This design comes from an exercise in tuning for small area and a short achievable clock period on the open sky130 flow, not from production work. In this exercise RTL edits were held to simulation tests only and were not proved equivalent to the original. Power figures rest on the tool's default switching activity, not on a simulated workload.

==> 09-02 <==
## y86_decode
module y86_decode (
    input  logic          clk_i,
    input  logic          rst_n_i,
    input  logic          stall_i,
    input  logic          bubble_i,
    input  logic [3:0]    f_icode_i,
    input  logic [3:0]    f_ra_i,
    input  logic [3:0]    f_rb_i,
    input  logic [63:0]   f_valp_i,
    input  logic [2:0]    f_stat_i,
    input  logic [3:0]    e_dste_i,
    input  logic [63:0]   e_vale_i,
    input  logic [3:0]    m_dstm_i,
    input  logic [63:0]   m_valm_i,
    input  logic [3:0]    m_dste_i,
    input  logic [63:0]   m_vale_i,
    input  logic [3:0]    w_dstm_i,
    input  logic [63:0]   w_valm_i,
    input  logic [3:0]    w_dste_i,
    input  logic [63:0]   w_vale_i,
    output logic [63:0]   d_vala_o,
    output logic [63:0]   d_valb_o,
    output logic [3:0]    d_dste_o,
    output logic [3:0]    d_dstm_o,
    output logic [3:0]    d_srca_o,
    output logic [3:0]    d_srcb_o,
    output logic [2:0]    d_stat_o
);
    y86_pkg::reg_id_t  f_srca, f_srcb, f_dste, f_dstm;
    logic              f_usep, d_usep;
    logic [14:0]       d_rda, d_rdb;
    logic              d_nonea, d_noneb;
    y86_pkg::word_t    d_valp;
    y86_pkg::word_t    rval_a;
    y86_pkg::word_t    rval_b;
    reg_select u_reg_select (
        .icode_i  (f_icode_i),
        .ra_i     (f_ra_i),
        .rb_i     (f_rb_i),
        .src_a_o  (f_srca),
        .src_b_o  (f_srcb),
        .dst_e_o  (f_dste),
        .dst_m_o  (f_dstm),
        .use_p_o  (f_usep)
    );
    decode_reg u_decode_reg (
        .clk_i    (clk_i),
        .rst_n_i  (rst_n_i),
        .stall_i  (stall_i),
        .bubble_i (bubble_i),
        .src_a_i  (f_srca),
        .src_b_i  (f_srcb),
        .dst_e_i  (f_dste),
        .dst_m_i  (f_dstm),
        .use_p_i  (f_usep),
        .valp_i   (f_valp_i),
        .stat_i   (f_stat_i),
        .src_a_o  (d_srca_o),
        .src_b_o  (d_srcb_o),
        .dst_e_o  (d_dste_o),
        .dst_m_o  (d_dstm_o),
        .use_p_o  (d_usep),
        .rd_a_o   (d_rda),
        .rd_b_o   (d_rdb),
        .none_a_o (d_nonea),
        .none_b_o (d_noneb),
        .valp_o   (d_valp),
  ...
==> module decode_reg, before the edit <==
module decode_reg (
    input  logic              clk_i,
    input  logic              rst_n_i,
    input  logic              stall_i,
    input  logic              bubble_i,
    input  y86_pkg::reg_id_t  src_a_i,
    input  y86_pkg::reg_id_t  src_b_i,
    input  y86_pkg::reg_id_t  dst_e_i,
    input  y86_pkg::reg_id_t  dst_m_i,
    input  logic              use_p_i,
    input  y86_pkg::word_t    valp_i,
    input  logic [2:0]        stat_i,
    output y86_pkg::reg_id_t  src_a_o,
    output y86_pkg::reg_id_t  src_b_o,
    output y86_pkg::reg_id_t  dst_e_o,
    output y86_pkg::reg_id_t  dst_m_o,
    output logic              use_p_o,
    output logic [14:0]       rd_a_o,    
    output logic [14:0]       rd_b_o,
    output logic              none_a_o,  
    output logic              none_b_o,
    output y86_pkg::word_t    valp_o,
    output logic [2:0]        stat_o
);
    always_ff @(posedge clk_i) begin
        if (!rst_n_i || bubble_i) begin
            src_a_o <= y86_pkg::RNONE;
            src_b_o <= y86_pkg::RNONE;
            dst_e_o <= y86_pkg::RNONE;
            dst_m_o <= y86_pkg::RNONE;
            use_p_o <= 1'b0;
            rd_a_o  <= '0;
            rd_b_o  <= '0;
            none_a_o <= 1'b1;
            none_b_o <= 1'b1;
            stat_o  <= y86_pkg::SAOK;
        end else if (!stall_i) begin
            src_a_o <= src_a_i;
            src_b_o <= src_b_i;
            dst_e_o <= dst_e_i;
            dst_m_o <= dst_m_i;
            use_p_o <= use_p_i;
            none_a_o <= (src_a_i == y86_pkg::RNONE);
            none_b_o <= (src_b_i == y86_pkg::RNONE);
            for (int r = 0; r < y86_pkg::NUM_REGS; r++) begin
                rd_a_o[r] <= (src_a_i == 4'(r));
                rd_b_o[r] <= (src_b_i == 4'(r));
            end
            stat_o  <= stat_i;
        end
    end
    always_ff @(posedge clk_i) begin
        if (!stall_i) valp_o <= valp_i;
    end
endmodule
==> module y86_decode, before the edit <==
module y86_decode (
    input  logic          clk_i,
    input  logic          rst_n_i,
    input  logic          stall_i,
    input  logic          bubble_i,
    input  logic [3:0]    f_icode_i,
    input  logic [3:0]    f_ra_i,
    input  logic [3:0]    f_rb_i,
    input  logic [63:0]   f_valp_i,
    input  logic [2:0]    f_stat_i,
    input  logic [3:0]    e_dste_i,
    input  logic [63:0]   e_vale_i,
    input  logic [3:0]    m_dstm_i,
    input  logic [63:0]   m_valm_i,
    input  logic [3:0]    m_dste_i,
    input  logic [63:0]   m_vale_i,
    input  logic [3:0]    w_dstm_i,
    input  logic [63:0]   w_valm_i,
    input  logic [3:0]    w_dste_i,
    input  logic [63:0]   w_vale_i,
    output logic [63:0]   d_vala_o,
    output logic [63:0]   d_valb_o,
    output logic [3:0]    d_dste_o,
    output logic [3:0]    d_dstm_o,
    output logic [3:0]    d_srca_o,
    output logic [3:0]    d_srcb_o,
    output logic [2:0]    d_stat_o
);
    y86_pkg::reg_id_t  f_srca, f_srcb, f_dste, f_dstm;
    logic              f_usep, d_usep;
    logic [14:0]       d_rda, d_rdb;
    logic              d_nonea, d_noneb;
    y86_pkg::word_t    d_valp;
    y86_pkg::word_t    rval_a;
    y86_pkg::word_t    rval_b;
    reg_select u_reg_select (
        .icode_i  (f_icode_i),
        .ra_i     (f_ra_i),
        .rb_i     (f_rb_i),
        .src_a_o  (f_srca),
        .src_b_o  (f_srcb),
        .dst_e_o  (f_dste),
        .dst_m_o  (f_dstm),
        .use_p_o  (f_usep)
    );
    decode_reg u_decode_reg (
        .clk_i    (clk_i),
        .rst_n_i  (rst_n_i),
        .stall_i  (stall_i),
        .bubble_i (bubble_i),
        .src_a_i  (f_srca),
        .src_b_i  (f_srcb),
        .dst_e_i  (f_dste),
        .dst_m_i  (f_dstm),
        .use_p_i  (f_usep),
        .valp_i   (f_valp_i),
        .stat_i   (f_stat_i),
        .src_a_o  (d_srca_o),
        .src_b_o  (d_srcb_o),
        .dst_e_o  (d_dste_o),
        .dst_m_o  (d_dstm_o),
        .use_p_o  (d_usep),
        .rd_a_o   (d_rda),
        .rd_b_o   (d_rdb),
        .none_a_o (d_nonea),
        .none_b_o (d_noneb),
        .valp_o   (d_valp),
        .stat_o   (d_stat_o)
    );
    reg_file u_reg_file (
        .clk_i    (clk_i),
        .rst_n_i  (rst_n_i),
        .rd_a_i   (d_rda),
        .rd_b_i   (d_rdb),
        .rval_a_o (rval_a),
        .rval_b_o (rval_b),
        .w_dstm_i (w_dstm_i),
        .w_valm_i (w_valm_i),
        .w_dste_i (w_dste_i),
        .w_vale_i (w_vale_i)
    );
    operand_forward u_operand_forward (
        .use_p_i  (d_usep),
        .valp_i   (d_valp),
        .src_a_i  (d_srca_o),
        .src_b_i  (d_srcb_o),
        .none_a_i (d_nonea),
        .none_b_i (d_noneb),
        .rval_a_i (rval_a),
        .rval_b_i (rval_b),
        .e_dste_i (e_dste_i),
        .e_vale_i (e_vale_i),
        .m_dstm_i (m_dstm_i),
        .m_valm_i (m_valm_i),
        .m_dste_i (m_dste_i),
        .m_vale_i (m_vale_i),
        .w_dstm_i (w_dstm_i),
        .w_valm_i (w_valm_i),
        .w_dste_i (w_dste_i),
        .w_vale_i (w_vale_i),
        .val_a_o  (d_vala_o),
        .val_b_o  (d_valb_o)
    );
endmodule
clock: 6.5 ns
lec_check: 0
cap_margin: 20
cell_pad_in_sites_detail_placement: 2
cell_pad_in_sites_global_placement: 3
core_margin: 2
core_utilization: 30
place_density: 0.45
setup_slack_margin: 1.8
slew_margin: 20
synth_hierarchical: 1
synth_minimum_keep_size: 0
standard.sh (not shown) runs the stock make flow with config.mk's settings and CLKGATE_MAP_FILE= SYNTH_SCRIPT=/design/flow/synth_recipe.tcl, a recipe that flattens the netlist after the stock synthesis.
==> flow/flow/run.sh <==
#!/bin/bash
# Standard layout (standard.sh, unchanged synthesis) with smaller port buffers.
set -euo pipefail
export BUFFER_PORTS_ARGS="-buffer_cell sky130_fd_sc_hd__buf_2"
bash standard.sh finish > standard.log 2>&1
==> 09-14 (differences from 09-02) <==
==> flow/flow/run.sh (replaced) <==
#!/bin/bash
# Standard layout (standard.sh, unchanged synthesis) with smaller port
# buffers, a fanout limit for repair_design, and gate downsizing off the
# critical paths after global routing.
set -euo pipefail
export BUFFER_PORTS_ARGS="-buffer_cell sky130_fd_sc_hd__buf_2"
export PRE_RESIZE_TCL="$PWD/flow/fanout.tcl"
export PRE_GLOBAL_PLACE_TCL="$PWD/flow/fanout.tcl"
export RECOVER_POWER=100
bash standard.sh finish > standard.log 2>&1
==> flow/flow/fanout.tcl (new file) <==
# Limit fanout so that repair_design builds buffer trees for the wide
# select nets (register-file read/write selects, forwarding selects).
set_max_fanout 20 [current_design]
==> 11-25 (differences from 09-02) <==
--- a/flow/design.v
+++ b/flow/design.v
@@ -47,10 +47,6 @@
     output y86_pkg::reg_id_t  dst_e_o,
     output y86_pkg::reg_id_t  dst_m_o,
     output logic              use_p_o,
-    output logic [14:0]       rd_a_o,    
-    output logic [14:0]       rd_b_o,
-    output logic              none_a_o,  
-    output logic              none_b_o,
     output y86_pkg::word_t    valp_o,
     output logic [2:0]        stat_o
 );
@@ -61,10 +57,6 @@
             dst_e_o <= y86_pkg::RNONE;
             dst_m_o <= y86_pkg::RNONE;
             use_p_o <= 1'b0;
-            rd_a_o  <= '0;
-            rd_b_o  <= '0;
-            none_a_o <= 1'b1;
-            none_b_o <= 1'b1;
             stat_o  <= y86_pkg::SAOK;
         end else if (!stall_i) begin
             src_a_o <= src_a_i;
@@ -72,12 +64,6 @@
             dst_e_o <= dst_e_i;
             dst_m_o <= dst_m_i;
             use_p_o <= use_p_i;
-            none_a_o <= (src_a_i == y86_pkg::RNONE);
-            none_b_o <= (src_b_i == y86_pkg::RNONE);
-            for (int r = 0; r < y86_pkg::NUM_REGS; r++) begin
-                rd_a_o[r] <= (src_a_i == 4'(r));
-                rd_b_o[r] <= (src_b_i == 4'(r));
-            end
             stat_o  <= stat_i;
         end
     end
@@ -433,6 +419,14 @@
     y86_pkg::word_t    d_valp;
     y86_pkg::word_t    rval_a;
     y86_pkg::word_t    rval_b;
+    always_comb begin
+        for (int r = 0; r < y86_pkg::NUM_REGS; r++) begin
+            d_rda[r] = (d_srca_o == 4'(r));
+            d_rdb[r] = (d_srcb_o == 4'(r));
+        end
+    end
+    assign d_nonea = (d_srca_o == y86_pkg::RNONE);
+    assign d_noneb = (d_srcb_o == y86_pkg::RNONE);
     reg_select u_reg_select (
         .icode_i  (f_icode_i),
         .ra_i     (f_ra_i),
@@ -460,10 +454,6 @@
         .dst_e_o  (d_dste_o),
         .dst_m_o  (d_dstm_o),
         .use_p_o  (d_usep),
-        .rd_a_o   (d_rda),
-        .rd_b_o   (d_rdb),
-        .none_a_o (d_nonea),
-        .none_b_o (d_noneb),
         .valp_o   (d_valp),
         .stat_o   (d_stat_o)
     );
==> flow/flow/run.sh (replaced) <==
#!/bin/bash
# Standard layout (standard.sh, unchanged synthesis) with smaller port
# buffers, a fanout limit for repair_design, and a clock tree with larger
# sink clusters and no dummy loads.
set -euo pipefail
export BUFFER_PORTS_ARGS="-buffer_cell sky130_fd_sc_hd__buf_2"
export PRE_RESIZE_TCL="$PWD/flow/fanout.tcl"
export PRE_GLOBAL_PLACE_TCL="$PWD/flow/fanout.tcl"
export CTS_ARGS="-sink_clustering_enable -repair_clock_nets -dont_use_dummy_load -sink_clustering_size 20 -sink_clustering_max_diameter 100 -buf_list {sky130_fd_sc_hd__clkbuf_16}"
bash standard.sh finish > standard.log 2>&1
==> flow/flow/fanout.tcl (new file) <==
# Limit fanout so that repair_design builds buffer trees for the wide
# select nets (register-file read/write selects, forwarding selects).
set_max_fanout 20 [current_design]
- CTS_CLUSTER_DIAMETER: unset -> 100
- CTS_CLUSTER_SIZE: unset -> 20
==> comparison table <==
metric	11-25	09-14	09-02
Area share of the largest cell type after synthesis	38.1%	38.8%	38.8%
Int Power	0.00889 W	0.0120 W	0.0119 W
Final standard cell utilization of the core	37.0%	37.9%	37.7%
Share of cell area taken by muxes after synthesis	0.389%	0.383%	0.383%
Unique masters post-synth	54	55	55
Met2 demand-to-capacity share in global routing	60.4%	61.0%	63.5%
Total Power Consumption	0.0128 W	0.0167 W	0.0167 W
Top fanout value on the critical path	14	20	37
Filler instances	18.5k	18.8k	18.7k
Layout buffer count excluding clock buffers	1,029	1,018	800
Detail-routed via count per cell	7.25	7.22	7.41
Number of instances in the synthesized netlist	4,814	4,901	4,901
Total length of routed wires	333,000 um	351,000 um	368,000 um
Run status	finished clean	complete, but fails checks	finished clean
Reasons for failing layout checks	-	max-capacitance violations, max-slew violations	-

==> afterwards: timing with drivers on the ports <==
In the flow no input, the clock included, has a driving cell. The finished layouts below were timed again as built, in two steps. Step 1 (the two cells are an assumption about what drives the block):
set clk [get_ports {clk_i}]
set_driving_cell -lib_cell sky130_fd_sc_hd__clkbuf_16 $clk
set_driving_cell -lib_cell sky130_fd_sc_hd__buf_2 [delete_from_list [all_inputs] $clk]
Step 2, shift: input delay + t, output delay - t, t = (earliest + latest rising clock arrival at the registers) / 2. This alone moves slack from input paths to output paths. Three values: ideal, step 1, step 2; two values: the first two.
run	t (ns)	setup slack, ns	hold slack, ns	clock arrival spread, ns	worst data-port slew with drivers (ns)
09-02	0.869	1.713 / 1.620 / 1.812	0.474 / 0.474 / 0.474	0.041 / 0.041	0.16
09-14	0.871	0.758 / 0.808 / -0.064	0.477 / 0.477 / 0.477	0.037 / 0.037	0.23
11-25	0.810	1.767 / 1.677 / 1.817	0.498 / 0.498 / 0.498	0.064 / 0.064	0.09
For 09-14, which loses most, drivers alone change the setup slack by +0.050 ns; drivers and shift together by -0.822 ns.
